From an optimization exercise on the open Yosys and OpenROAD flow, aimed at a short achievable clock period and few clock cycles per item; shortcuts taken in it are not production practice.
Only simulation tests tie the RTL to the original design; equivalence was not proved.
Power figures rest on the tool's default switching activity, not on a simulated workload.

[flow/flow/run.sh]
#!/bin/bash
# Standard layout, with timing repair aimed at a shorter period than the
# clock's (setup margin), so that the resizer speeds up the critical paths.
set -uo pipefail
bash standard.sh SETUP_SLACK_MARGIN=7.2 finish > standard.log 2>&1
[flow/standard.sh]
#!/bin/bash
# synth_recipe.tcl (not shown) runs the flow's synth.tcl, then flattens the netlist and writes it again
# the make line also repeats each setting of config.mk as NAME=value (left out here)
make -C /OpenROAD-flow-scripts/flow DESIGN_CONFIG=/design/flow/config.mk WORK_HOME=/design/flow/orfs CLKGATE_MAP_FILE= SYNTH_SCRIPT=/design/flow/synth_recipe.tcl "${@:-finish}"
[flow/config.mk]
export PLATFORM = sky130hd
export DESIGN_NAME = rms_power_monitor_overload_trip_unit
export DESIGN_NICKNAME = rms_power_monitor_overload_trip_unit
export VERILOG_FILES = /design/flow/design.v
export SDC_FILE = /design/flow/constraint.sdc
export NUM_CORES = 4
export LEC_CHECK = 0
export ABC_CLOCK_PERIOD_IN_PS = 2800
export CAP_MARGIN = 20
export CORE_MARGIN = 2
export CORE_UTILIZATION = 40
export SLEW_MARGIN = 20
[flow/constraint.sdc]
create_clock -name core_clock -period 10.0 [get_ports {clk}]
set_input_delay 2.0000 -clock core_clock [delete_from_list [all_inputs] [get_ports {clk}]]
set_output_delay 2.0000 -clock core_clock [all_outputs]
set_load 0.01 [all_outputs]
[flow/design.v]
`timescale 1ns / 1ps
package rpm_pkg;
    localparam int SAMPLE_BITS = 12;
    localparam int WIN_BITS    = 11;
    localparam int GAIN_BITS   = 24;
    localparam int CUR_BITS    = 16;
    localparam int VOLT_BITS   = 9;
    localparam int PWR_BITS    = 25;
    localparam int CFG_BITS    = 25;
    localparam int IDX_BITS    = 3;
    localparam int IQ_DEPTH    = 38;
    localparam int IQ_BITS     = 6;           
    localparam logic [2:0] OP_KEEP   = 3'b000;    
    localparam logic [2:0] OP_TOGGLE = 3'b001;    
    localparam logic [2:0] OP_OFF    = 3'b010;    
    localparam logic [2:0] OP_ON     = 3'b011;    
    localparam logic [2:0] OP_CLOSE  = 3'b100;    
endpackage
`timescale 1ns / 1ps
module rpm_front (
    input  logic        clk,
    input  logic        rst_n,
    input  logic        v0,
    input  logic [1:0]  k0,
    input  logic [11:0] smp0,
    input  logic [11:0] mid,
    input  logic [9:0]  win_m1,      
    input  logic [9:0]  win_m3,      
    input  logic        win_le2,     
    output logic        close0,      
    output logic        near_close,  
    output logic        cl4,
    output logic [23:0] lo4,
    output logic [9:0]  hi4,
    output logic        c4
);
    logic        smp_in;
    logic [10:0] cnt, cnt_next;
    logic        ge_m1;       
    logic        ge_m3;       
    assign smp_in = v0 && (k0 == 2'd0);
    assign close0 = smp_in && ge_m1;
    always_comb
    begin
        cnt_next = cnt;
        if (smp_in)
            cnt_next = close0 ? 11'd0 : cnt + 11'd1;
    end
    assign near_close = close0 ? win_le2 : ge_m3;
    function automatic logic [7:0] sq4(input logic [3:0] a);
        case (a)
            4'd0: sq4 = 8'd0;
            4'd1: sq4 = 8'd1;
            4'd2: sq4 = 8'd4;
            4'd3: sq4 = 8'd9;
            4'd4: sq4 = 8'd16;
            4'd5: sq4 = 8'd25;
            4'd6: sq4 = 8'd36;
            4'd7: sq4 = 8'd49;
            4'd8: sq4 = 8'd64;
            4'd9: sq4 = 8'd81;
            4'd10: sq4 = 8'd100;
            4'd11: sq4 = 8'd121;
            4'd12: sq4 = 8'd144;
            4'd13: sq4 = 8'd169;
            4'd14: sq4 = 8'd196;
            4'd15: sq4 = 8'd225;
            default: sq4 = 8'd0;
        endcase
    endfunction
    function automatic logic [7:0] mul4(input logic [3:0] a, input logic [3:0] b);
        case ({a, b})
            8'd0: mul4 = 8'd0;
            8'd1: mul4 = 8'd0;
            8'd2: mul4 = 8'd0;
            8'd3: mul4 = 8'd0;
            8'd4: mul4 = 8'd0;
            8'd5: mul4 = 8'd0;
            8'd6: mul4 = 8'd0;
            8'd7: mul4 = 8'd0;
            8'd8: mul4 = 8'd0;
            8'd9: mul4 = 8'd0;
            8'd10: mul4 = 8'd0;
            8'd11: mul4 = 8'd0;
            8'd12: mul4 = 8'd0;
            8'd13: mul4 = 8'd0;
            8'd14: mul4 = 8'd0;
            8'd15: mul4 = 8'd0;
            8'd16: mul4 = 8'd0;
            8'd17: mul4 = 8'd1;
            8'd18: mul4 = 8'd2;
            8'd19: mul4 = 8'd3;
            8'd20: mul4 = 8'd4;
            8'd21: mul4 = 8'd5;
            8'd22: mul4 = 8'd6;
            8'd23: mul4 = 8'd7;
            8'd24: mul4 = 8'd8;
            8'd25: mul4 = 8'd9;
            8'd26: mul4 = 8'd10;
            8'd27: mul4 = 8'd11;
            8'd28: mul4 = 8'd12;
            8'd29: mul4 = 8'd13;
            8'd30: mul4 = 8'd14;
            8'd31: mul4 = 8'd15;
            8'd32: mul4 = 8'd0;
            8'd33: mul4 = 8'd2;
            8'd34: mul4 = 8'd4;
            8'd35: mul4 = 8'd6;
            8'd36: mul4 = 8'd8;
            8'd37: mul4 = 8'd10;
            8'd38: mul4 = 8'd12;
            8'd39: mul4 = 8'd14;
            8'd40: mul4 = 8'd16;
            8'd41: mul4 = 8'd18;
            8'd42: mul4 = 8'd20;
            8'd43: mul4 = 8'd22;
            8'd44: mul4 = 8'd24;
            8'd45: mul4 = 8'd26;
            8'd46: mul4 = 8'd28;
            8'd47: mul4 = 8'd30;
            8'd48: mul4 = 8'd0;
            8'd49: mul4 = 8'd3;
            8'd50: mul4 = 8'd6;
            8'd51: mul4 = 8'd9;
            8'd52: mul4 = 8'd12;
            8'd53: mul4 = 8'd15;
            8'd54: mul4 = 8'd18;
            8'd55: mul4 = 8'd21;
            8'd56: mul4 = 8'd24;
            8'd57: mul4 = 8'd27;
            8'd58: mul4 = 8'd30;
            8'd59: mul4 = 8'd33;
            8'd60: mul4 = 8'd36;
            8'd61: mul4 = 8'd39;
            8'd62: mul4 = 8'd42;
            8'd63: mul4 = 8'd45;
            8'd64: mul4 = 8'd0;
            8'd65: mul4 = 8'd4;
            8'd66: mul4 = 8'd8;
            8'd67: mul4 = 8'd12;
            8'd68: mul4 = 8'd16;
            8'd69: mul4 = 8'd20;
            8'd70: mul4 = 8'd24;
            8'd71: mul4 = 8'd28;
            8'd72: mul4 = 8'd32;
            8'd73: mul4 = 8'd36;
            8'd74: mul4 = 8'd40;
            8'd75: mul4 = 8'd44;
            8'd76: mul4 = 8'd48;
            8'd77: mul4 = 8'd52;
            8'd78: mul4 = 8'd56;
            8'd79: mul4 = 8'd60;
            8'd80: mul4 = 8'd0;
            8'd81: mul4 = 8'd5;
            8'd82: mul4 = 8'd10;
            8'd83: mul4 = 8'd15;
            8'd84: mul4 = 8'd20;
            8'd85: mul4 = 8'd25;
            8'd86: mul4 = 8'd30;
            8'd87: mul4 = 8'd35;
            8'd88: mul4 = 8'd40;
            8'd89: mul4 = 8'd45;
            8'd90: mul4 = 8'd50;
            8'd91: mul4 = 8'd55;
            8'd92: mul4 = 8'd60;
            8'd93: mul4 = 8'd65;
            8'd94: mul4 = 8'd70;
            8'd95: mul4 = 8'd75;
            8'd96: mul4 = 8'd0;
            8'd97: mul4 = 8'd6;
            8'd98: mul4 = 8'd12;
            8'd99: mul4 = 8'd18;
            8'd100: mul4 = 8'd24;
            8'd101: mul4 = 8'd30;
            8'd102: mul4 = 8'd36;
            8'd103: mul4 = 8'd42;
            8'd104: mul4 = 8'd48;
            8'd105: mul4 = 8'd54;
            8'd106: mul4 = 8'd60;
            8'd107: mul4 = 8'd66;
            8'd108: mul4 = 8'd72;
            8'd109: mul4 = 8'd78;
            8'd110: mul4 = 8'd84;
            8'd111: mul4 = 8'd90;
            8'd112: mul4 = 8'd0;
            8'd113: mul4 = 8'd7;
            8'd114: mul4 = 8'd14;
            8'd115: mul4 = 8'd21;
            8'd116: mul4 = 8'd28;
            8'd117: mul4 = 8'd35;
            8'd118: mul4 = 8'd42;
            8'd119: mul4 = 8'd49;
            8'd120: mul4 = 8'd56;
            8'd121: mul4 = 8'd63;
            8'd122: mul4 = 8'd70;
            8'd123: mul4 = 8'd77;
            8'd124: mul4 = 8'd84;
            8'd125: mul4 = 8'd91;
            8'd126: mul4 = 8'd98;
            8'd127: mul4 = 8'd105;
            8'd128: mul4 = 8'd0;
            8'd129: mul4 = 8'd8;
            8'd130: mul4 = 8'd16;
            8'd131: mul4 = 8'd24;
            8'd132: mul4 = 8'd32;
            8'd133: mul4 = 8'd40;
            8'd134: mul4 = 8'd48;
            8'd135: mul4 = 8'd56;
            8'd136: mul4 = 8'd64;
            8'd137: mul4 = 8'd72;
            8'd138: mul4 = 8'd80;
            8'd139: mul4 = 8'd88;
            8'd140: mul4 = 8'd96;
            8'd141: mul4 = 8'd104;
            8'd142: mul4 = 8'd112;
            8'd143: mul4 = 8'd120;
            8'd144: mul4 = 8'd0;
            8'd145: mul4 = 8'd9;
            8'd146: mul4 = 8'd18;
            8'd147: mul4 = 8'd27;
            8'd148: mul4 = 8'd36;
            8'd149: mul4 = 8'd45;
            8'd150: mul4 = 8'd54;
            8'd151: mul4 = 8'd63;
            8'd152: mul4 = 8'd72;
            8'd153: mul4 = 8'd81;
            8'd154: mul4 = 8'd90;
            8'd155: mul4 = 8'd99;
            8'd156: mul4 = 8'd108;
            8'd157: mul4 = 8'd117;
            8'd158: mul4 = 8'd126;
            8'd159: mul4 = 8'd135;
            8'd160: mul4 = 8'd0;
            8'd161: mul4 = 8'd10;
            8'd162: mul4 = 8'd20;
            8'd163: mul4 = 8'd30;
            8'd164: mul4 = 8'd40;
            8'd165: mul4 = 8'd50;
            8'd166: mul4 = 8'd60;
            8'd167: mul4 = 8'd70;
            8'd168: mul4 = 8'd80;
            8'd169: mul4 = 8'd90;
            8'd170: mul4 = 8'd100;
            8'd171: mul4 = 8'd110;
            8'd172: mul4 = 8'd120;
            8'd173: mul4 = 8'd130;
            8'd174: mul4 = 8'd140;
            8'd175: mul4 = 8'd150;
            8'd176: mul4 = 8'd0;
            8'd177: mul4 = 8'd11;
            8'd178: mul4 = 8'd22;
            8'd179: mul4 = 8'd33;
            8'd180: mul4 = 8'd44;
            8'd181: mul4 = 8'd55;
            8'd182: mul4 = 8'd66;
            8'd183: mul4 = 8'd77;
            8'd184: mul4 = 8'd88;
            8'd185: mul4 = 8'd99;
            8'd186: mul4 = 8'd110;
            8'd187: mul4 = 8'd121;
            8'd188: mul4 = 8'd132;
            8'd189: mul4 = 8'd143;
            8'd190: mul4 = 8'd154;
            8'd191: mul4 = 8'd165;
            8'd192: mul4 = 8'd0;
            8'd193: mul4 = 8'd12;
            8'd194: mul4 = 8'd24;
            8'd195: mul4 = 8'd36;
            8'd196: mul4 = 8'd48;
            8'd197: mul4 = 8'd60;
            8'd198: mul4 = 8'd72;
            8'd199: mul4 = 8'd84;
            8'd200: mul4 = 8'd96;
            8'd201: mul4 = 8'd108;
            8'd202: mul4 = 8'd120;
            8'd203: mul4 = 8'd132;
            8'd204: mul4 = 8'd144;
            8'd205: mul4 = 8'd156;
            8'd206: mul4 = 8'd168;
            8'd207: mul4 = 8'd180;
            8'd208: mul4 = 8'd0;
            8'd209: mul4 = 8'd13;
            8'd210: mul4 = 8'd26;
            8'd211: mul4 = 8'd39;
            8'd212: mul4 = 8'd52;
            8'd213: mul4 = 8'd65;
            8'd214: mul4 = 8'd78;
            8'd215: mul4 = 8'd91;
            8'd216: mul4 = 8'd104;
            8'd217: mul4 = 8'd117;
            8'd218: mul4 = 8'd130;
            8'd219: mul4 = 8'd143;
            8'd220: mul4 = 8'd156;
            8'd221: mul4 = 8'd169;
            8'd222: mul4 = 8'd182;
            8'd223: mul4 = 8'd195;
            8'd224: mul4 = 8'd0;
            8'd225: mul4 = 8'd14;
            8'd226: mul4 = 8'd28;
            8'd227: mul4 = 8'd42;
            8'd228: mul4 = 8'd56;
            8'd229: mul4 = 8'd70;
            8'd230: mul4 = 8'd84;
            8'd231: mul4 = 8'd98;
            8'd232: mul4 = 8'd112;
            8'd233: mul4 = 8'd126;
            8'd234: mul4 = 8'd140;
            8'd235: mul4 = 8'd154;
            8'd236: mul4 = 8'd168;
            8'd237: mul4 = 8'd182;
            8'd238: mul4 = 8'd196;
            8'd239: mul4 = 8'd210;
            8'd240: mul4 = 8'd0;
            8'd241: mul4 = 8'd15;
            8'd242: mul4 = 8'd30;
            8'd243: mul4 = 8'd45;
            8'd244: mul4 = 8'd60;
            8'd245: mul4 = 8'd75;
            8'd246: mul4 = 8'd90;
            8'd247: mul4 = 8'd105;
            8'd248: mul4 = 8'd120;
            8'd249: mul4 = 8'd135;
            8'd250: mul4 = 8'd150;
            8'd251: mul4 = 8'd165;
            8'd252: mul4 = 8'd180;
            8'd253: mul4 = 8'd195;
            8'd254: mul4 = 8'd210;
            8'd255: mul4 = 8'd225;
            default: mul4 = 8'd0;
        endcase
    endfunction
    logic        smp1, cl1;
    logic [11:0] dev1;
    always_ff @(posedge clk or negedge rst_n)
    begin
        if (!rst_n)
        begin
            cnt   <= '0;
            ge_m1 <= 1'b0;
            ge_m3 <= 1'b0;
            smp1  <= 1'b0;
            cl1   <= 1'b0;
        end
        else
        begin
            cnt   <= cnt_next;
            ge_m1 <= (cnt_next >= {1'b0, win_m1});
            ge_m3 <= (cnt_next >= {1'b0, win_m3});
            smp1  <= smp_in;
            cl1   <= close0;
        end
    end
    always_ff @(posedge clk)
        dev1 <= (smp0 >= mid) ? (smp0 - mid) : (mid - smp0);
    logic        smp1b, cl1b;
    logic [23:0] t1;
    logic [15:0] x1;
    logic [7:0]  ac1;
    always_ff @(posedge clk or negedge rst_n)
    begin
        if (!rst_n)
        begin
            smp1b <= 1'b0;
            cl1b  <= 1'b0;
        end
        else
        begin
            smp1b <= smp1;
            cl1b  <= cl1;
        end
    end
    always_ff @(posedge clk)
    begin
        t1  <= {sq4(dev1[11:8]), sq4(dev1[7:4]), sq4(dev1[3:0])};
        x1  <= {mul4(dev1[11:8], dev1[7:4]), mul4(dev1[7:4], dev1[3:0])};
        ac1 <= mul4(dev1[11:8], dev1[3:0]);
    end
    logic        smp2, cl2;
    logic [23:0] u2;
    logic [15:0] x2;
    always_ff @(posedge clk or negedge rst_n)
    begin
        if (!rst_n)
        begin
            smp2 <= 1'b0;
            cl2  <= 1'b0;
        end
        else
        begin
            smp2 <= smp1b;
            cl2  <= cl1b;
        end
    end
    always_ff @(posedge clk)
    begin
        u2 <= t1 + {7'd0, ac1, 9'd0};
        x2 <= x1;
    end
    logic        smp3, cl3;
    logic [23:0] sq3;
    always_ff @(posedge clk or negedge rst_n)
    begin
        if (!rst_n)
        begin
            smp3 <= 1'b0;
            cl3  <= 1'b0;
        end
        else
        begin
            smp3 <= smp2;
            cl3  <= cl2;
        end
    end
    always_ff @(posedge clk)
        sq3 <= u2 + {3'd0, x2, 5'd0};
    logic [23:0] acc_lo;
    logic [9:0]  acc_hi;
    logic        acc_c;
    logic [24:0] lo_add;
    logic [9:0]  hi_add;
    assign lo_add = {1'b0, acc_lo} + {1'b0, sq3};
    assign hi_add = acc_hi + 10'(acc_c);
    always_ff @(posedge clk or negedge rst_n)
    begin
        if (!rst_n)
        begin
            acc_lo <= '0;
            acc_hi <= '0;
            acc_c  <= 1'b0;
            cl4    <= 1'b0;
        end
        else
        begin
            cl4 <= cl3;
            if (smp3)
            begin
                if (cl3)
                begin
                    acc_lo <= '0;
                    acc_hi <= '0;
                    acc_c  <= 1'b0;
                end
                else
                begin
                    acc_lo <= lo_add[23:0];
                    acc_hi <= hi_add;
                    acc_c  <= lo_add[24];
                end
            end
        end
    end
    always_ff @(posedge clk)
    begin
        lo4 <= lo_add[23:0];
        hi4 <= hi_add;
        c4  <= lo_add[24];
    end
endmodule
`timescale 1ns / 1ps
module rpm_queue (
    input  logic        clk,
    input  logic        rst_n,
    input  logic        push,
    input  logic [2:0]  push_op,
    input  logic        res_valid,
    input  logic [15:0] res_cur,
    input  logic [24:0] res_pwr,
    input  logic        res_over,
    output logic        take,
    output logic        m_tvalid,
    input  logic        m_tready,
    output logic        out_relay,
    output logic        out_mv,
    output logic        out_trip,
    output logic [15:0] out_cur,
    output logic [24:0] out_pwr
);
    localparam int IQ = rpm_pkg::IQ_BITS;
    localparam int ND = rpm_pkg::IQ_DEPTH;
    logic [ND-1:0][2:0]      iq_mem;
    logic [IQ-1:0]           iq_wr, iq_rd;
    logic                    iq_wr_ph, iq_rd_ph;      
    logic [2:0]              head;
    logic                    head_close;
    logic                    ready;
    logic                    load;
    logic                    pop;
    logic                    relay;
    logic                    relay_new;
    logic                    trip_new;
    always_ff @(posedge clk)
    begin
        for (int i = 0; i < ND; i++)
            if (push && iq_wr == IQ'(i))
                iq_mem[i] <= push_op;
    end
    assign head       = iq_mem[iq_rd];
    assign head_close = head[2];
    assign ready      = ((iq_wr != iq_rd) || (iq_wr_ph != iq_rd_ph)) && (!head_close || res_valid);
    assign load       = !m_tvalid || m_tready;
    assign pop        = load && ready;
    assign take       = pop && head_close;
    always_comb
    begin
        trip_new  = 1'b0;
        relay_new = relay;
        if (head_close)
        begin
            trip_new  = res_over && relay;
            relay_new = relay && !res_over;
        end
        else if (head[1])
            relay_new = head[0];
        else if (head[0])
            relay_new = !relay;
    end
    always_ff @(posedge clk or negedge rst_n)
    begin
        if (!rst_n)
        begin
            iq_wr    <= '0;
            iq_rd    <= '0;
            iq_wr_ph <= 1'b0;
            iq_rd_ph <= 1'b0;
            relay    <= 1'b0;
            m_tvalid <= 1'b0;
        end
        else
        begin
            if (push)
            begin
                if (iq_wr == IQ'(ND - 1))
                begin
                    iq_wr    <= '0;
                    iq_wr_ph <= !iq_wr_ph;
                end
                else
                    iq_wr <= iq_wr + 1'b1;
            end
            if (load)
                m_tvalid <= ready;
            if (pop)
            begin
                if (iq_rd == IQ'(ND - 1))
                begin
                    iq_rd    <= '0;
                    iq_rd_ph <= !iq_rd_ph;
                end
                else
                    iq_rd <= iq_rd + 1'b1;
                relay <= relay_new;
            end
        end
    end
    always_ff @(posedge clk)
    begin
        if (pop)
        begin
            out_relay <= relay_new;
            out_mv    <= head_close;
            out_trip  <= trip_new;
            out_cur   <= head_close ? res_cur : 16'd0;
            out_pwr   <= head_close ? res_pwr : 25'd0;
        end
    end
endmodule
`timescale 1ns / 1ps
module rpm_back (
    input  logic        clk,
    input  logic        rst_n,
    input  logic [10:0] win,
    input  logic [11:0] win2,
    input  logic [11:0] win3,
    input  logic [23:0] gain,
    input  logic [15:0] noise_floor,
    input  logic [8:0]  volts,
    input  logic [10:0] volts3,      
    input  logic [24:0] limit,
    input  logic        start,
    input  logic [23:0] lo_in,
    input  logic [9:0]  hi_in,
    input  logic        c_in,
    input  logic        take,
    output logic        res_valid,
    output logic [15:0] cur,
    output logic [24:0] pwr,
    output logic        over
);
    logic [4:0]  step;
    logic        run;
    logic [33:0] dn;           
    logic [9:0]  dr;           
    logic [11:0] t;
    logic [12:0] t1, t2, t3;
    logic [17:0] srem;
    logic [16:0] root;
    logic [1:0]  qd;           
    logic [1:0]  dq;           
    logic [19:0] sx;
    logic [20:0] sd;
    logic [40:0] prod;
    logic [16:0] ph, pl;             
    logic [7:0]  ch, cl;             
    logic [1:0]  dh, dl;             
    logic [10:0] mh, ml;             
    logic [9:0]  hi_fin;
    logic [24:0] pwr_sum;
    assign hi_fin = hi_in + 10'(c_in);
    assign t  = {dr, dn[33:32]};
    assign t1 = {1'b0, t} - {2'b0, win};
    assign t2 = {1'b0, t} - {1'b0, win2};
    assign t3 = {1'b0, t} - {1'b0, win3};
    assign dh = ch[7:6];
    assign dl = cl[7:6];
    always_comb
    begin
        case (dh)
            2'd0:    mh = 11'd0;
            2'd1:    mh = 11'(volts);
            2'd2:    mh = {1'b0, volts, 1'b0};
            default: mh = volts3;
        endcase
        case (dl)
            2'd0:    ml = 11'd0;
            2'd1:    ml = 11'(volts);
            2'd2:    ml = {1'b0, volts, 1'b0};
            default: ml = volts3;
        endcase
    end
    assign qd  = !t3[12] ? 2'd3 : !t2[12] ? 2'd2 : !t1[12] ? 2'd1 : 2'd0;
    assign sx  = {srem, dq};
    assign sd  = {1'b0, sx} - {2'b0, root[15:0], 2'b01};
    assign pwr_sum = {ph, 8'd0} + 25'(pl);
    always_ff @(posedge clk or negedge rst_n)
    begin
        if (!rst_n)
        begin
            step      <= '0;
            run       <= 1'b0;
            res_valid <= 1'b0;
        end
        else
        begin
            if (start)
            begin
                run  <= 1'b1;
                step <= 5'd1;
            end
            else if (run)
            begin
                step <= step + 5'd1;
                if (step == 5'd26)
                    run <= 1'b0;
            end
            if (run && step == 5'd26)
                res_valid <= 1'b1;
            else if (take)
                res_valid <= 1'b0;
        end
    end
    always_ff @(posedge clk)
    begin
        if (start)
        begin
            dn   <= {1'b0, hi_fin[9] ? {33{1'b1}} : {hi_fin[8:0], lo_in}};
            dr   <= '0;
            srem <= '0;
            root <= '0;
            prod <= '0;
        end
        else
        begin
            dn <= {dn[31:0], 2'b00};
            dq <= qd;
            case (qd)
                2'd3:    dr <= t3[9:0];
                2'd2:    dr <= t2[9:0];
                2'd1:    dr <= t1[9:0];
                default: dr <= t[9:0];
            endcase
            if (step >= 5'd2 && step <= 5'd18)
            begin
                if (!sd[20])
                begin
                    srem <= sd[17:0];
                    root <= {root[15:0], 1'b1};
                end
                else
                begin
                    srem <= sx[17:0];
                    root <= {root[15:0], 1'b0};
                end
            end
            if (step >= 5'd3 && step <= 5'd19)
                prod <= {prod[39:0], 1'b0} + (root[0] ? 41'(gain) : 41'd0);
        end
        if (step == 5'd20)
        begin
            if (|prod[40:32])
                cur <= 16'hFFFF;
            else if (prod[31:16] < noise_floor)
                cur <= 16'd0;
            else
                cur <= prod[31:16];
        end
        if (step == 5'd20)
        begin
            if (|prod[40:32])
            begin
                ch <= 8'hFF;
                cl <= 8'hFF;
            end
            else if (prod[31:16] < noise_floor)
            begin
                ch <= 8'd0;
                cl <= 8'd0;
            end
            else
            begin
                ch <= prod[31:24];
                cl <= prod[23:16];
            end
            ph <= '0;
            pl <= '0;
        end
        else
        begin
            ph <= {ph[14:0], 2'b00} + 17'(mh);
            pl <= {pl[14:0], 2'b00} + 17'(ml);
            ch <= {ch[5:0], 2'b00};
            cl <= {cl[5:0], 2'b00};
        end
        if (step == 5'd25)
            pwr <= pwr_sum;
        if (step == 5'd26)
            over <= pwr > limit;
    end
endmodule
`timescale 1ns / 1ps
module rms_power_monitor_overload_trip_unit (
    input  logic                           clk,
    input  logic                           rst_n,
    input  logic                           cfg_we,
    input  logic [rpm_pkg::IDX_BITS-1:0]   cfg_index,
    input  logic [rpm_pkg::CFG_BITS-1:0]   cfg_wdata,
    input  logic                           s_tvalid,
    output logic                           s_tready,
    input  logic [15:0]                    s_tdata,    
    input  logic [1:0]                     s_tuser,    
    output logic                           m_tvalid,
    input  logic                           m_tready,
    output logic [47:0]                    m_tdata,    
    output logic                           m_tuser     
);
    localparam int IQ  = rpm_pkg::IQ_BITS;
    localparam int CAP = rpm_pkg::IQ_DEPTH;
    logic [11:0] mid;
    logic [10:0] win;
    logic [9:0]  win_m1, win_m3;
    logic        win_one, win_le2;
    logic [11:0] win2, win3;
    logic [23:0] gain;
    logic [15:0] noise_floor;
    logic [8:0]  volts;
    logic [24:0] limit;
    logic [10:0] weff;
    always_comb
    begin
        if (cfg_wdata[10:0] == 11'd0)
            weff = 11'd1;
        else if (cfg_wdata[10] && (cfg_wdata[9:0] != 10'd0))
            weff = 11'd1024;
        else
            weff = cfg_wdata[10:0];
    end
    always_ff @(posedge clk or negedge rst_n)
    begin
        if (!rst_n)
        begin
            mid         <= 12'd2047;
            win         <= 11'd100;
            gain        <= 24'd570950;
            noise_floor <= 16'd50;
            volts       <= 9'd230;
            limit       <= 25'd2500000;
        end
        else if (cfg_we)
        begin
            case (cfg_index)
                3'd0: mid         <= cfg_wdata[11:0];
                3'd1: win         <= weff;
                3'd2: gain        <= cfg_wdata[23:0];
                3'd3: noise_floor <= cfg_wdata[15:0];
                3'd4: volts       <= cfg_wdata[8:0];
                3'd5: limit       <= cfg_wdata[24:0];
                default: ;
            endcase
        end
    end
    logic [11:0] mid_q;
    logic [10:0] win_q;
    logic [23:0] gain_q;
    logic [15:0] noise_floor_q;
    logic [8:0]  volts_q;
    logic [10:0] volts3_q;
    logic [24:0] limit_q;
    always_ff @(posedge clk)
    begin
        mid_q         <= mid;
        win_q         <= win;
        gain_q        <= gain;
        noise_floor_q <= noise_floor;
        volts_q       <= volts;
        volts3_q      <= {1'b0, volts, 1'b0} + {2'b0, volts};
        limit_q       <= limit;
    end
    always_ff @(posedge clk or negedge rst_n)
    begin
        if (!rst_n)
        begin
            win_m1  <= 10'd99;
            win_m3  <= 10'd97;
            win_one <= 1'b0;
            win_le2 <= 1'b0;
            win2    <= 12'd200;
            win3    <= 12'd300;
        end
        else
        begin
            win_m1  <= 10'(win - 11'd1);
            win_m3  <= (win <= 11'd3) ? 10'd0 : 10'(win - 11'd3);
            win_one <= (win == 11'd1);
            win_le2 <= (win <= 11'd2);
            win2    <= {win, 1'b0};
            win3    <= {win, 1'b0} + {1'b0, win};
        end
    end
    logic        s_tready_r;          
    logic        v0;
    logic [1:0]  k0;
    logic [11:0] smp0;
    logic        cmd0;
    logic        del_r, took_r;
    logic        cfg_we_r, cfg_we_rr;
    logic [1:0]  meas_c;
    logic [IQ:0] outst, outst_next;      
    logic [1:0]  meas, meas_next;        
    logic        close0, near_close;
    logic        room_ok, meas_ok;
    always_ff @(posedge clk)
    begin
        k0   <= s_tuser;
        smp0 <= s_tdata[11:0];
        cmd0 <= s_tdata[12];
    end
    assign outst_next = outst + (IQ+1)'(v0) - (IQ+1)'(del_r);
    assign meas_next  = meas + 2'(close0) - 2'(took_r);
    assign room_ok = (outst <= (IQ+1)'(CAP - 3));
    assign meas_c  = meas + 2'(close0);
    assign meas_ok = win_one ? ((meas_c == 2'd0) && !s_tready_r)
                             : ((meas_c == 2'd0) || ((meas_c == 2'd1) && !near_close));
    always_ff @(posedge clk or negedge rst_n)
    begin
        if (!rst_n)
        begin
            v0         <= 1'b0;
            s_tready_r <= 1'b0;
            del_r      <= 1'b0;
            took_r     <= 1'b0;
            cfg_we_r   <= 1'b0;
            cfg_we_rr  <= 1'b0;
            outst      <= '0;
            meas       <= '0;
        end
        else
        begin
            v0         <= s_tvalid && s_tready_r;
            del_r      <= m_tvalid && m_tready;
            took_r     <= take;
            cfg_we_r   <= cfg_we;
            cfg_we_rr  <= cfg_we_r;
            outst      <= outst_next;
            meas       <= meas_next;
            s_tready_r <= room_ok && meas_ok && !cfg_we && !cfg_we_r && !cfg_we_rr;
        end
    end
    assign s_tready = s_tready_r;
    logic        cl4, c4;
    logic [23:0] lo4;
    logic [9:0]  hi4;
    logic [2:0]  op0;
    rpm_front u_front (
        .clk        (clk),
        .rst_n      (rst_n),
        .v0         (v0),
        .k0         (k0),
        .smp0       (smp0),
        .mid        (mid_q),
        .win_m1     (win_m1),
        .win_m3     (win_m3),
        .win_le2    (win_le2),
        .close0     (close0),
        .near_close (near_close),
        .cl4        (cl4),
        .lo4        (lo4),
        .hi4        (hi4),
        .c4         (c4)
    );
    always_comb
    begin
        case (k0)
            2'd0:    op0 = close0 ? rpm_pkg::OP_CLOSE : rpm_pkg::OP_KEEP;
            2'd1:    op0 = rpm_pkg::OP_TOGGLE;
            2'd2:    op0 = cmd0 ? rpm_pkg::OP_ON : rpm_pkg::OP_OFF;
            default: op0 = rpm_pkg::OP_KEEP;
        endcase
    end
    logic        take, res_valid, res_over;
    logic [15:0] res_cur;
    logic [24:0] res_pwr;
    rpm_back u_back (
        .clk         (clk),
        .rst_n       (rst_n),
        .win         (win_q),
        .win2        (win2),
        .win3        (win3),
        .gain        (gain_q),
        .noise_floor (noise_floor_q),
        .volts       (volts_q),
        .volts3      (volts3_q),
        .limit       (limit_q),
        .start       (cl4),
        .lo_in       (lo4),
        .hi_in       (hi4),
        .c_in        (c4),
        .take        (take),
        .res_valid   (res_valid),
        .cur         (res_cur),
        .pwr         (res_pwr),
        .over        (res_over)
    );
    logic        out_relay, out_mv, out_trip;
    logic [15:0] out_cur;
    logic [24:0] out_pwr;
    rpm_queue u_queue (
        .clk       (clk),
        .rst_n     (rst_n),
        .push      (v0),
        .push_op   (op0),
        .res_valid (res_valid),
        .res_cur   (res_cur),
        .res_pwr   (res_pwr),
        .res_over  (res_over),
        .take      (take),
        .m_tvalid  (m_tvalid),
        .m_tready  (m_tready),
        .out_relay (out_relay),
        .out_mv    (out_mv),
        .out_trip  (out_trip),
        .out_cur   (out_cur),
        .out_pwr   (out_pwr)
    );
    assign m_tdata = {5'd0, out_trip, out_pwr, out_cur, out_relay};
    assign m_tuser = out_mv;
endmodule
==> reports/qor.txt, run 1 <==
outcome -> timing/DRC/antenna clean
chip width -> 334 um
worst slew pin tran -> 1.01 ns
cts hold-fix bufs -> 0
post-route DRC violation count -> 0
clock sinks -> 883
Worst setup EP type -> output port
Post-DRT Antenna Nets -> 0
Final Hold Fails -> 0
Die H -> 334 um
clock tree skew after final layout -> 0.0269 ns
period utilization -> 33.8%
Tmin final -> 3.38 ns
Hold Crit Class -> register to register
PnR Total Power -> 14.1 mW
worst path cell trace -> buf_6
Arrival @ worst endpoint -> 1.38 ns
vias in the first global route -> 30600
CP bufs+invs -> 1
CTS H-Tree Depth -> 3
largest net degree at the start of global routing -> 128
Seq/Total Area, Yosys -> 48.0%
die area -> 112000 um^2
CORE AREA -> 109000 um^2
Commonest cells post-synth -> dfxtp_1, nor2_1, ha_1, a21oi_1, nand2_1
Worst path slowest cell -> edfxtp_1
DR vias/cell -> 5.29
crit-path leading delay family -> flip-flops
Post-synth EDFFs -> 202
GR Layer Usage met3 -> 2.52%
CTS tree -> done
# IOs -> 102
grt met1 use -> 25.1%
busiest grt layer -> met2
final non-filler cell total -> 6004
post-synthesis average cell area -> 10.2 um^2
synth unique cells -> 85
average routed wire per standard cell -> 17.8 um
P_leak -> 22.2 nW
Row Count -> 121
synth warn -> 4
Worst VDD drop -> 0.180 mV
DRT Pass-1 Iters -> 6
met2 Track Usage GR -> 31.0%
Detailed Route WL -> 107000 um
# placed instances -> 5655
Total Routing Usage GR -> 18.6%
Layout area overhead -> 20.2%
RSZ-0062 raised after global routing -> yes
final net count -> 4901
cell count after synthesis -> 4298
Starting Density -> 40.2%
Setup CP Type -> register to output port
Worst-path clk slew -> 0.06 ns
setup tns final -> 0 ns
Area contributors post-synth -> dfxtp_1, edfxtp_1, dfrtp_1
Final setup viols -> 0
DP Wirelength -> 68700 um
area of the multi-input gates -> 22300 um^2
fillers -> 9810
fin. max-slew vios -> 0
Max-Cap Viols -> 0
flip-flop and latch area -> 21000 um^2
clock latency on the worst-skew pair -> 0.67 ns
post-synth top area cell -> dfxtp_1
RD Place Congestion -> 0.844
gr ovfl total -> 0
Root Buffer -> clkbuf_16
port bufs -> 93
CP max stage delay -> 0.51 ns
Post-synth top flop -> dfxtp_1
Startpoint Class -> register
number of buffers created by CTS -> 94
mapped cell area -> 43700 um^2
Rel. slew slack -> 33.0%
DR iter-0 viols -> 2006
fin util -> 48.3%
CP max FO -> 1
initial antenna violation count -> 0
Yosys reg bits -> 883
achievable frequency -> 0.296 GHz
top cell type's share of synthesized area -> 20.4%
first-pass GRT wire length -> 167000 um
Pwr Density -> 269 nW/um^2
total number of vias -> 31800
async set-or-reset flop fraction in the synthesized netlist -> 26.7%
worst-case clock buffer depth -> 3
CP required -> 8.00 ns
share of cells above drive strength 1 -> 19.2%
top-count cell post-synth -> dfxtp_1
==> cell type report <==
cell class	instances	share of cell area [%]
Multi-Input combinational cell	2936	42.5
Timing Repair Buffer	300	5.69
Clock inverter	45	0.980
Inverter	291	2.15
Antenna cell	1	0.00477
Tap cell	1414	3.37
Sequential cell	883	40.0
Clock buffer	133	5.27
Timing Repair inverter	1	0.00954
==> stage by stage <==
step / setup slack (ns) / hold slack [ns] / area [um^2]
finish: 6.62 / 0.325 / 52500
global route: 6.59 / 0.327 / 52500
CTS: 6.57 / 0.325 / 51300
detailed placement: 5.37 / 0.312 / 46400
global placement: 5.37 / 0.312 / 46400
floorplan: 6.64 / 0.310 / 44200
==> logic make-up after synthesis <==
group | share of synthesized area, %
adders and majority gates | 10.1
AOI/OAI and AO/OA | 14.9
muxes | 5.85
DFF | 48.0
xor gates and xnor gates | 4.33
and+or+nand+nor | 12.6
other | 0.00859
buffers and inverters | 4.30
==> report_power, final <==
part	switching [mW]	internal, mW
logic	3.01	2.48
clock network	1.49	2.15
registers	0.474	4.49
total	4.97	9.13
==> placed cells by master, fill, tap and decap left out, types with 59 or more instances in the layout <==
cell type | Yosys | layout
a21o_1 | 86 | 86
a21oi_1 | 313 | 285
and2_1 | 99 | 92
buf_4 | 7 | 132
clkbuf_16 | 0 | 104
dfrtp_1 | 183 | 177
dfxtp_1 | 445 | 430
edfxtp_1 | 202 | 202
ha_1 | 329 | 301
inv_1 | 285 | 277
nand2_1 | 291 | 285
nand3_1 | 77 | 72
nor2_1 | 356 | 351
nor2b_1 | 70 | 59
o21ai_0 | 239 | 204
xnor2_1 | 129 | 128
xor2_1 | 87 | 86
==> worst register-to-register path, delay by kind of cell (launching register included) <==
family / cells / cell delay, ns
flip-flops: 1 / 0.47
AND/OR/NAND/NOR: 4 / 1.36
AO/OA/AOI/OAI: 3 / 1.01
buffers and inverters: 1 / 0.26
==> layer usage <==
| layer | up-vias | share of wire, % |
|---|---|---|
| met1 | 15300 | 46 |
| met4 | 0 | 2.4 |
| met2 | 673 | 47 |
| met3 | 156 | 4.2 |
| met5 | - | 0 |
| li1 | 15600 | - |
==> sequential cells by signal, summed over array words and instances, names as in the netlist, 17 cells and up <==
name,count
u_back.prod,41
u_queue.out_pwr,25
u_front.t1,21
gain,24
limit_q,25
limit,25
u_back.pwr,25
u_front.acc_lo,24
u_back.srem,18
u_front.lo4,24
u_back.ph,17
gain_q,24
u_queue.iq_mem,114
u_back.pl,17
u_front.u2,23
u_front.sq3,23
u_back.dn,34
==> final timing paths <==
path,startpoint,endpoint,slack [ns],depth (start not counted)
setup / recovery,u_queue.out_pwr[0],m_tdata[17],6.62,1
hold / removal,u_front.x1[11],u_front.x2[11],0.33,0
setup reg to reg,u_back.step[2],u_back.prod[30],6.74,8
hold reg to reg,u_front.x1[11],u_front.x2[11],0.33,0
max in group asynchronous,rst_n,noise_floor[5],7.64,2
min in group asynchronous,rst_n,limit[24],1.31,1
==> timing repair <==
action,in CTS,in global routing
pin swaps,80,76
gates cloned,16,4
resized for setup,387,181
endpoints found under the setup margin,341,325
setup buffers,94,55
Testbench counts, summed over its fixed seeds: cycles 19,782, items 19,510.
==> run 2: changes to the inputs <==
--- a/flow/design.v
+++ b/flow/design.v
@@ -375,27 +375,6 @@
         x1  <= {mul4(dev1[11:8], dev1[7:4]), mul4(dev1[7:4], dev1[3:0])};
         ac1 <= mul4(dev1[11:8], dev1[3:0]);
     end
-    logic        smp2, cl2;
-    logic [23:0] u2;
-    logic [15:0] x2;
-    always_ff @(posedge clk or negedge rst_n)
-    begin
-        if (!rst_n)
-        begin
-            smp2 <= 1'b0;
-            cl2  <= 1'b0;
-        end
-        else
-        begin
-            smp2 <= smp1b;
-            cl2  <= cl1b;
-        end
-    end
-    always_ff @(posedge clk)
-    begin
-        u2 <= t1 + {7'd0, ac1, 9'd0};
-        x2 <= x1;
-    end
     logic        smp3, cl3;
     logic [23:0] sq3;
     always_ff @(posedge clk or negedge rst_n)
@@ -407,12 +386,12 @@
         end
         else
         begin
-            smp3 <= smp2;
-            cl3  <= cl2;
+            smp3 <= smp1b;
+            cl3  <= cl1b;
         end
     end
     always_ff @(posedge clk)
-        sq3 <= u2 + {3'd0, x2, 5'd0};
+        sq3 <= t1 + {7'd0, ac1, 9'd0} + {3'd0, x1, 5'd0};
     logic [23:0] acc_lo;
     logic [9:0]  acc_hi;
     logic        acc_c;
@@ -478,91 +457,73 @@
     localparam int IQ = rpm_pkg::IQ_BITS;
     localparam int ND = rpm_pkg::IQ_DEPTH;
     logic [ND-1:0][2:0]      iq_mem;
-    logic [IQ-1:0]           iq_wr, iq_rd;
-    logic                    iq_wr_ph, iq_rd_ph;      
-    logic [2:0]              head;
-    logic                    head_close;
-    logic                    ready;
-    logic                    load;
-    logic                    pop;
-    logic                    relay;
-    logic                    relay_new;
-    logic                    trip_new;
+    logic [IQ-1:0]           iq_wr, iq_rd, iq_rd1;
+    logic [IQ:0]             occ;           
+    logic [2:0]              h0, h1;        
+    logic                    ready0, ready1;
+    logic                    relay;         
+    logic                    relay0, relay1;
+    logic                    trip0, trip1;
+    logic                    xfer;
+    logic [43:0]             res0, res1;
     always_ff @(posedge clk)
     begin
         for (int i = 0; i < ND; i++)
             if (push && iq_wr == IQ'(i))
                 iq_mem[i] <= push_op;
     end
-    assign head       = iq_mem[iq_rd];
-    assign head_close = head[2];
-    assign ready      = ((iq_wr != iq_rd) || (iq_wr_ph != iq_rd_ph)) && (!head_close || res_valid);
-    assign load       = !m_tvalid || m_tready;
-    assign pop        = load && ready;
-    assign take       = pop && head_close;
-    always_comb
-    begin
-        trip_new  = 1'b0;
-        relay_new = relay;
-        if (head_close)
-        begin
-            trip_new  = res_over && relay;
-            relay_new = relay && !res_over;
-        end
-        else if (head[1])
-            relay_new = head[0];
-        else if (head[0])
-            relay_new = !relay;
-    end
+    assign iq_rd1 = (iq_rd == IQ'(ND - 1)) ? '0 : iq_rd + 1'b1;
+    assign h0     = iq_mem[iq_rd];
+    assign h1     = iq_mem[iq_rd1];
+    assign ready0 = (occ != '0) && (!h0[2] || res_valid);
+    assign ready1 = (occ > (IQ+1)'(1)) && (!h1[2] || res_valid);
+    assign xfer   = m_tvalid && m_tready;
+    assign take   = xfer && h0[2];
+    function automatic logic relay_after(input logic [2:0] op, input logic r, input logic over);
+        if (op[2])
+            relay_after = r && !over;
+        else if (op[1])
+            relay_after = op[0];
+        else if (op[0])
+            relay_after = !r;
+        else
+            relay_after = r;
+    endfunction
+    assign relay0 = relay_after(h0, relay, res_over);
+    assign relay1 = relay_after(h1, relay0, res_over);
+    assign trip0  = h0[2] && res_over && relay;
+    assign trip1  = h1[2] && res_over && relay0;
+    assign res0 = {relay0, h0[2], trip0,
+                   h0[2] ? res_cur : 16'd0,
+                   h0[2] ? res_pwr : 25'd0};
+    assign res1 = {relay1, h1[2], trip1,
+                   h1[2] ? res_cur : 16'd0,
+                   h1[2] ? res_pwr : 25'd0};
     always_ff @(posedge clk or negedge rst_n)
     begin
         if (!rst_n)
         begin
             iq_wr    <= '0;
             iq_rd    <= '0;
-            iq_wr_ph <= 1'b0;
-            iq_rd_ph <= 1'b0;
+            occ      <= '0;
             relay    <= 1'b0;
             m_tvalid <= 1'b0;
         end
         else
         begin
             if (push)
+                iq_wr <= (iq_wr == IQ'(ND - 1)) ? '0 : iq_wr + 1'b1;
+            occ <= occ + (IQ+1)'(push) - (IQ+1)'(xfer);
+            if (xfer)
             begin
-                if (iq_wr == IQ'(ND - 1))
-                begin
-                    iq_wr    <= '0;
-                    iq_wr_ph <= !iq_wr_ph;
-                end
-                else
-                    iq_wr <= iq_wr + 1'b1;
-            end
-            if (load)
-                m_tvalid <= ready;
-            if (pop)
-            begin
-                if (iq_rd == IQ'(ND - 1))
-                begin
-                    iq_rd    <= '0;
-                    iq_rd_ph <= !iq_rd_ph;
-                end
-                else
-                    iq_rd <= iq_rd + 1'b1;
-                relay <= relay_new;
+                iq_rd <= iq_rd1;
+                relay <= relay0;
             end
+            m_tvalid <= xfer ? ready1 : ready0;
         end
     end
     always_ff @(posedge clk)
-    begin
-        if (pop)
-        begin
-            out_relay <= relay_new;
-            out_mv    <= head_close;
-            out_trip  <= trip_new;
-            out_cur   <= head_close ? res_cur : 16'd0;
-            out_pwr   <= head_close ? res_pwr : 25'd0;
-        end
-    end
+        {out_relay, out_mv, out_trip, out_cur, out_pwr} <= xfer ? res1 : res0;
 endmodule
 `timescale 1ns / 1ps
 module rpm_back (
@@ -631,6 +592,7 @@
     assign sx  = {srem, dq};
     assign sd  = {1'b0, sx} - {2'b0, root[15:0], 2'b01};
     assign pwr_sum = {ph, 8'd0} + 25'(pl);
+    assign over    = pwr > limit;
     always_ff @(posedge clk or negedge rst_n)
     begin
         if (!rst_n)
@@ -649,10 +611,10 @@
             else if (run)
             begin
                 step <= step + 5'd1;
-                if (step == 5'd26)
+                if (step == 5'd25)
                     run <= 1'b0;
             end
-            if (run && step == 5'd26)
+            if (run && step == 5'd25)
                 res_valid <= 1'b1;
             else if (take)
                 res_valid <= 1'b0;
@@ -732,8 +694,6 @@
         end
         if (step == 5'd25)
             pwr <= pwr_sum;
-        if (step == 5'd26)
-            over <= pwr > limit;
     end
 endmodule
 `timescale 1ns / 1ps
--- a/flow/config.mk
+++ b/flow/config.mk
@@ -9,4 +9,6 @@
 export CAP_MARGIN = 20
 export CORE_MARGIN = 2
 export CORE_UTILIZATION = 40
+export CTS_CLUSTER_DIAMETER = 120
+export CTS_CLUSTER_SIZE = 24
 export SLEW_MARGIN = 20
==> run 2 against run 1 <==
  * Clock skew grew 0.0067 ns
  * Critical path type is now register to register
  * Final cell count is essentially flat
  * Critical path depth grew 9
  * Wire length grew 6.1%
  * Largest power group unchanged
  * Design area shrank 2.7%
  * Global-route usage grew 1.2 points
  * Fmax grew 4.6%
  * Highest routed layer is now met5
  * Power shrank 7.1%
  * Synthesized cell count grew 1.5%
  * Die area shrank 1.4%
  * Critical endpoint is now u_queue.out_relay
==> reports/qor.txt, run 2 <==
Area contributors post-synth -> dfxtp_1, edfxtp_1, dfrtp_1
Hold Crit Class -> register to register
Setup CP Type -> register to register
Hold Path End -> u_front.sq3[0]
synth warn -> 4 (unchanged)
Layout area overhead -> 18.6%
gr ovfl total -> 0 (unchanged)
DRT Pass-1 Iters -> 6 (unchanged)
Arrival @ worst endpoint -> 3.76 ns (+2.38 ns)
P_leak -> 21.3 nW (-4.3%)
RD Place Congestion -> 0.909 (+7.7%)
achievable frequency -> 0.310 GHz (+4.6%)
post-synthesis average cell area -> 9.87 um^2 (-2.9%)
CORE AREA -> 107000 um^2 (-1.5%)
RSZ-0062 raised after global routing -> yes
largest net degree at the start of global routing -> 100 (-22%)
Worst-path clk slew -> 0.10 ns (+0.04 ns)
worst-case clock buffer depth -> 3 (unchanged)
setup tns final -> 0 ns (unchanged)
Rel. slew slack -> 29.2% (-3.8 points)
Pwr Density -> 256 nW/um^2 (-4.6%)
number of buffers created by CTS -> 41 (-56%)
post-synth top area cell -> dfxtp_1
CTS H-Tree Depth -> 2 (-1)
share of cells above drive strength 1 -> 21.0% (+1.7 points)
final non-filler cell total -> 6010 (+0.10%)
Detailed Route WL -> 114000 um (+6.1%)
# placed instances -> 5709 (+0.95%)
Final Hold Fails -> 0 (unchanged)
top-count cell post-synth -> dfxtp_1
DR vias/cell -> 5.43 (+2.7%)
Final setup viols -> 0 (unchanged)
final net count -> 4975 (+1.5%)
chip width -> 332 um (-0.69%)
Worst VDD drop -> 0.151 mV (-16%)
mapped cell area -> 43100 um^2 (-1.4%)
reg2reg start -> u_queue.iq_rd[0]
Largest regs -> u_queue.iq_mem x114, u_back.prod x41, u_back.dn x34
average routed wire per standard cell -> 18.9 um (+6.0%)
r2r worst-path depth -> 10 (+2)
r2r setup slk -> 6.77 ns (+0.03 ns)
leading cell type in the layout, fill and taps excluded -> dfxtp_1
Post-DRT Antenna Nets -> 0 (unchanged)
DR iter-0 viols -> 2231 (+11%)
CTS tree -> done
Max-Cap Viols -> 0 (unchanged)
fin. max-slew vios -> 0 (unchanged)
die area -> 110000 um^2 (-1.4%)
period utilization -> 32.3% (-1.5 points)
Yosys reg bits -> 846 (-4.2%)
async set-or-reset flop fraction in the synthesized netlist -> 28.3% (+1.5 points)
Seq/Total Area, Yosys -> 45.9% (-2.1 points)
port bufs -> 93 (unchanged)
clock tree skew after final layout -> 0.0336 ns (+0.00673 ns)
max reg flops -> 114 (unchanged)
clock sinks -> 846 (-4.2%)
Startpoint Class -> register
Post-synth top flop -> dfxtp_1
cell count after synthesis -> 4364 (+1.5%)
fin util -> 47.8% (-0.56 points)
# IOs -> 102 (unchanged)
Commonest cells post-synth -> dfxtp_1, nand2_1, ha_1, nor2_1, a21oi_1
Tmin final -> 3.23 ns (-0.148 ns)
HP Start -> u_front.t1[0]
Starting Density -> 40.3% (+0.055 points)
Root Buffer -> clkbuf_16
outcome -> timing/DRC/antenna clean
Row Count -> 120 (-0.83%)
clock latency on the worst-skew pair -> 0.65 ns (-0.02 ns)
Die H -> 332 um (-0.69%)
DP Wirelength -> 72200 um (+5.0%)
CP max FO -> 10 (+9)
WHS Path Cells -> 0 (unchanged)
Biggest register -> u_queue.iq_mem
worst slew pin tran -> 1.06 ns (+0.0524 ns)
Post-synth EDFFs -> 157 (-22%)
vias in the first global route -> 31400 (+2.7%)
reg2reg end -> u_queue.out_relay
total number of vias -> 32600 (+2.8%)
Worst setup EP type -> register
top cell type's share of synthesized area -> 20.9% (+0.52 points)
CP required -> 10.53 ns (+2.53 ns)
Total Routing Usage GR -> 19.8% (+1.2 points)
commonest non-fill, non-tap cells in the layout -> dfxtp_1, nand2_1, nor2_1, ha_1, inv_1
initial antenna violation count -> 2 (+2)
synth unique cells -> 93 (+9.4%)
post-route DRC violation count -> 0 (unchanged)
PnR Total Power -> 13.1 mW (-7.1%)
first-pass GRT wire length -> 177000 um (+5.7%)
==> run 2: cell count changes in the layout (fill, tap and decap cells not counted), moves of 22 or more <==
| cell | previous run | this run |
|---|---|---|
| xnor2_1 | 128 | 150 |
| a31o_2 | 31 | 6 |
| nand2_1 | 285 | 359 |
| buf_2 | 43 | 11 |
| nor2_1 | 351 | 320 |
| xor2_1 | 86 | 61 |
| clkbuf_16 | 104 | 45 |
| buf_4 | 132 | 191 |
| buf_6 | 41 | 73 |
| dfxtp_1 | 430 | 397 |
| a21oi_2 | 22 | 59 |
| a21oi_1 | 285 | 262 |
| edfxtp_1 | 202 | 157 |
| dfxtp_2 | 10 | 49 |
==> run 2: critical path, stage by stage, from the launching register on <==
cell and delay, ns:
dfrtp_4 0.58, ha_4 0.21, and4bb_4 0.25, o21ai_4 0.32, mux4_2 0.37, a211oi_2 0.40
o31ai_4 0.12, buf_12 0.17, a311o_1 0.29, a211o_1 0.28, o311ai_2 0.11
==> run 2: area by class of cell <==
class                   count  area, um^2
inverters                 295        1160
fillers                  9946       55800
flip-flops and latches    846       19900
multi-input cells        3040       23700
diodes                      1        2.50
clock inverters             3        55.1
clock buffers              73        1190
repair buffers            348        3360
repair inverters            1        5.00
well taps                1403        1760
==> run 2: where the power goes <==
| group | switching [mW] | internal [mW] | leakage (nW) |
|---|---|---|---|
| combinational | 3.72 | 2.87 | 12.5 |
| sequential | 0.362 | 4.16 | 8.17 |
| clock | 1.12 | 0.849 | 0.591 |
==> run 2: metrics by stage <==
stage | instance area (um^2) | hold slack, ns | worst slack, ns
6_report | 51100 | 0.326 | 6.77
5_1_grt | 51100 | 0.337 | 6.68
2_1_floorplan | 43600 | 0.310 | 6.37
4_1_cts | 49400 | 0.333 | 6.76
3_3_place_gp | 45700 | 0.311 | 5.19
3_5_place_dp | 45700 | 0.316 | 5.14
==> run 2: worst max path at each step <==
| stage | endpoint | from | slack, ns |
|---|---|---|---|
| final | u_queue.out_relay | u_queue.iq_rd[0] | 6.77 |
| after global routing | u_queue.out_relay | u_queue.iq_rd[0] | 6.68 |
| after CTS | m_tvalid | u_queue.m_tvalid | 6.76 |
| after detailed placement | u_queue.out_cur[11] | u_queue.iq_rd[1] | 5.14 |
| after global placement | u_queue.out_cur[10] | u_queue.iq_rd[1] | 5.19 |
| after floorplan | u_queue.occ[6] | m_tready | 6.37 |
==> run 2: cells by family (layout without fill, tap and decap cells) <==
kind of cell             count (synthesis)  count (layout)  share of synthesized area [%]
other                                    1               6                        0.00871
multiplexers                           185             191                           5.59
adder cells (fa/ha/maj)                352             352                           10.6
AO/OA/AOI/OAI                         1083            1085                           16.0
XOR/XNOR                               219             219                           4.45
flip-flops                             846             846                           45.9
buffers and inverters                  493             720                           4.55
AND/OR/NAND/NOR                       1185            1188                           12.9
==> run 2: metal layers <==
| metal | routed length [um] | GRT usage (%) |
|---|---|---|
| met1 | 50400 | 26.6 |
| met2 | 54300 | 33.2 |
| met3 | 5010 | 2.30 |
| met4 | 3720 | 6.60 |
| met5 | 13 | 0 |
==> run 2: timing repair <==
item,4_1_cts,5_1_grt
endpoints found under the hold margin,0,0
hold buffers,0,0
endpoints found under the setup margin,381,316
gates resized for setup,530,243
cloned,16,2
pin swaps,120,162
setup buffers,125,80
Testbench counts of run 2, summed over its fixed seeds: cycles 19,766, items 19,510.
==> run 3: changes to the inputs <==
--- a/flow/config.mk
+++ b/flow/config.mk
@@ -9,6 +9,4 @@
 export CAP_MARGIN = 20
 export CORE_MARGIN = 2
 export CORE_UTILIZATION = 40
-export CTS_CLUSTER_DIAMETER = 120
-export CTS_CLUSTER_SIZE = 24
 export SLEW_MARGIN = 20
==> run 3 against run 2 <==
  * Still clean
  * Via count grew 1.6%
  * Global-route usage grew 0.18 points
  * Die area is the same
  * Worst hold slack gained 0.00084 ns
  * Synthesized area is the same
  * Critical path depth grew 5
  * Flip-flop and latch count is the same
  * Synthesized cell count is the same
  * Final cell count grew 1.5%
  * Power grew 15%
  * Sequential share of layout area shrank 1.5 points
  * Fmax is essentially flat
  * Largest power group unchanged
==> reports/qor.txt, run 3 <==
outcome -> timing/DRC/antenna clean
Worst-path clk slew -> 0.06 ns (-0.04 ns)
CP max FO -> 6 (-4)
worst-case clock buffer depth -> 3 (unchanged)
post-synth top area cell -> dfxtp_1
first-pass GRT wire length -> 178000 um (+0.93%)
port bufs -> 93 (unchanged)
Pwr Density -> 282 nW/um^2 (+10%)
Worst setup EP type -> register
synth warn -> 4 (unchanged)
Seq/Total Area, Yosys -> 45.9% (unchanged)
number of buffers created by CTS -> 91 (+120%)
Row Count -> 120 (unchanged)
DP Wirelength -> 72200 um (unchanged)
top-count cell post-synth -> dfxtp_1
RD Place Congestion -> 0.909 (unchanged)
Rel. slew slack -> 31.3% (+2.1 points)
cell count after synthesis -> 4364 (unchanged)
worst path cell trace -> buf_12 > clkinv_8 > ha_4 > and4bb_4 > o21ai_4 > buf_6 > buf_6 > a221o_1 > a31o_4 > o221ai_4 > o31ai_4 > buf_6 > clkbuf_16 > mux2_4 > and2_4
Hold Crit Class -> register to register
Setup CP Type -> register to register
gr ovfl total -> 0 (unchanged)
die area -> 110000 um^2 (unchanged)
CP most frequent cell -> buf_6
Post-synth top flop -> dfxtp_1
Worst VDD drop -> 0.165 mV (+8.6%)
period utilization -> 32.3% (about the same)
Final setup viols -> 0 (unchanged)
Worst path slowest cell -> dfrtp_2
Detailed Route WL -> 115000 um (+1.5%)
r2r setup slk -> 6.77 ns (about the same)
average routed wire per standard cell -> 18.9 um (about the same)
synth unique cells -> 93 (unchanged)
CP required -> 10.55 ns (+0.02 ns)
WHS Path Cells -> 0 (unchanged)
clock sinks -> 846 (unchanged)
mapped cell area -> 43100 um^2 (unchanged)
chip width -> 332 um (unchanged)
CP max stage delay -> 0.44 ns (-0.14 ns)
Tmin final -> 3.23 ns (-0.000840 ns)
async set-or-reset flop fraction in the synthesized netlist -> 28.3% (unchanged)
Startpoint Class -> register
largest net degree at the start of global routing -> 100 (unchanged)
worst slew pin tran -> 1.03 ns (-0.0313 ns)
clock latency on the worst-skew pair -> 0.67 ns (+0.02 ns)
P_leak -> 22.3 nW (+5.0%)
Yosys reg bits -> 846 (unchanged)
Final Hold Fails -> 0 (unchanged)
setup tns final -> 0 ns (unchanged)
PnR Total Power -> 15.0 mW (+15%)
clock tree skew after final layout -> 0.0409 ns (+0.00722 ns)
top cell type's share of synthesized area -> 20.9% (unchanged)
final net count -> 5018 (+0.86%)
Largest regs -> u_queue.iq_mem x114, u_back.prod x41, u_back.dn x34
total number of vias -> 33200 (+1.6%)
initial antenna violation count -> 0 (-2)
DR vias/cell -> 5.44 (+0.17%)
cts hold-fix bufs -> 0 (unchanged)
fillers -> 9711 (-2.4%)
share of cells above drive strength 1 -> 23.3% (+2.4 points)
max reg flops -> 114 (unchanged)
CTS tree -> done
leading cell type in the layout, fill and taps excluded -> dfxtp_1
commonest non-fill, non-tap cells in the layout -> dfxtp_1, nand2_1, nor2_1, ha_1, inv_1
post-route DRC violation count -> 0 (unchanged)
Post-DRT Antenna Nets -> 0 (unchanged)
achievable frequency -> 0.310 GHz (about the same)
Starting Density -> 40.3% (unchanged)
DR iter-0 viols -> 2415 (+8.2%)
Post-synth EDFFs -> 157 (unchanged)
Layout area overhead -> 23.4%
vias in the first global route -> 31800 (+1.3%)
post-synthesis average cell area -> 9.87 um^2 (unchanged)
# IOs -> 102 (unchanged)
CTS H-Tree Depth -> 3 (+1)
DRT Pass-1 Iters -> 6 (unchanged)
Total Routing Usage GR -> 20.0% (+0.18 points)
Root Buffer -> clkbuf_16
Biggest register -> u_queue.iq_mem
r2r worst-path depth -> 15 (+5)
Die H -> 332 um (unchanged)
RSZ-0062 raised after global routing -> yes
Arrival @ worst endpoint -> 3.77 ns (about the same)
Commonest cells post-synth -> dfxtp_1, nand2_1, ha_1, nor2_1, a21oi_1
Area contributors post-synth -> dfxtp_1, edfxtp_1, dfrtp_1
Max-Cap Viols -> 0 (unchanged)
fin. max-slew vios -> 0 (unchanged)
CORE AREA -> 107000 um^2 (unchanged)
## run 3: worst paths after layout
path	start	end
max in group asynchronous	rst_n	mid[7]
min	u_front.t1[0]	u_front.sq3[0]
min reg2reg	u_front.t1[0]	u_front.sq3[0]
max	u_queue.iq_rd[1]	u_queue.out_cur[5]
max reg2reg	u_queue.iq_rd[1]	u_queue.out_cur[5]
min in group asynchronous	rst_n	u_queue.iq_rd[0]
## run 3: where the power goes
group          switching [mW]  internal, mW
Sequential              0.365          4.17
Clock                    1.46          2.20
Combinational            3.82          2.99
Total                    5.64          9.36
## run 3: cells by family (layout without fill, tap and decap cells)
family	count (synthesis)	in the layout	share of synthesized area (%)
xor gates and xnor gates	219	219	4.45
AOI/OAI and AO/OA	1083	1086	16.0
muxes	185	192	5.59
and+or+nand+nor	1185	1188	12.9
buffers and inverters	493	806	4.55
adders and majority gates	352	352	10.6
DFF	846	846	45.9
other	1	6	0.00871
## run 3: metal layers
metal  global-route usage [%]  share of wire (%)
met4                     6.04                3.1
met2                     33.3                 48
met5                        0                  0
met3                     2.63                4.8
met1                     27.0                 44
## run 3: per-stage QoR
stage / std cells / instance area (um^2) / setup slack [ns] / hold slack [ns] / utilization (%)
after floorplan: 4368 / 43600 / 6.37 / 0.310 / -
after global placement: 5709 / 45700 / 5.19 / 0.311 / 42.8
after detailed placement: 5709 / 45700 / 5.14 / 0.316 / 42.8
after CTS: 6001 / 51200 / 6.74 / 0.330 / 47.9
after global routing: 6097 / 53100 / 6.73 / 0.333 / 49.7
final: 6098 / 53100 / 6.77 / 0.327 / 49.7
## run 3: critical path, delay by kind of cell (launching register included)
kind | cells | cell delay, ns
buffers and inverters | 6 | 0.77
AO/OA/AOI/OAI | 5 | 0.87
AND/OR/NAND/NOR | 2 | 0.49
adder cells (fa/ha/maj) | 1 | 0.15
flip-flops | 1 | 0.44
multiplexers | 1 | 0.35
## run 3: final cells by class
type | instances | area [um^2] | share of cell area [%]
multi-input combinational | 3042 | 23800 | 44.8
sequential | 846 | 19900 | 37.4
timing repair buffer | 339 | 3240 | 6.09
clock buffer | 126 | 2680 | 5.05
tap | 1403 | 1760 | 3.30
inverter | 295 | 1170 | 2.19
clock inverter | 45 | 632 | 1.19
timing repair inverter | 1 | 5.00 | 0.00942
antenna | 1 | 2.50 | 0.00471
## run 3: timing repair
item | 4_1_cts | 5_1_grt
gates resized for setup | 495 | 290
pin swaps | 100 | 197
gates cloned | 17 | 3
endpoints found under the setup margin | 368 | 299
setup buffers | 104 | 92

[separate check: timing with driven ports]
The flow's constraints put no driver on any port. The routed layouts listed below were extracted and timed again, unchanged, in two steps.
Step 1, drivers: a clkbuf_16 drives clk and a buf_2 each remaining input, both assumed.
Step 2 moves the port delays by t, midway between the first and last clock arrival at a register: inputs arrive t later, outputs are due t later. That takes back most of the time a late clock gives input paths.
Slacks: ideal ports / drivers / drivers and shift; pairs: ideal ports / drivers.
| run | t (ns) | slack for setup (ns) | worst register clock-pin slew, ns | pins driven straight from the clock port |
|---|---|---|---|---|
| run 1 | 0.734 | 6.625 / 6.551 / 6.398 | 0.07 / 0.07 | 1 |
| run 2 | 0.707 | 6.773 / 6.733 / 6.241 | 0.11 / 0.11 | 1 |
| run 3 | 0.730 | 6.773 / 6.722 / 6.230 | 0.07 / 0.07 | 1 |
After both steps every run listed still meets setup and hold. For run 3, which loses most, drivers alone change the setup slack by -0.051 ns; drivers and shift together by -0.543 ns.
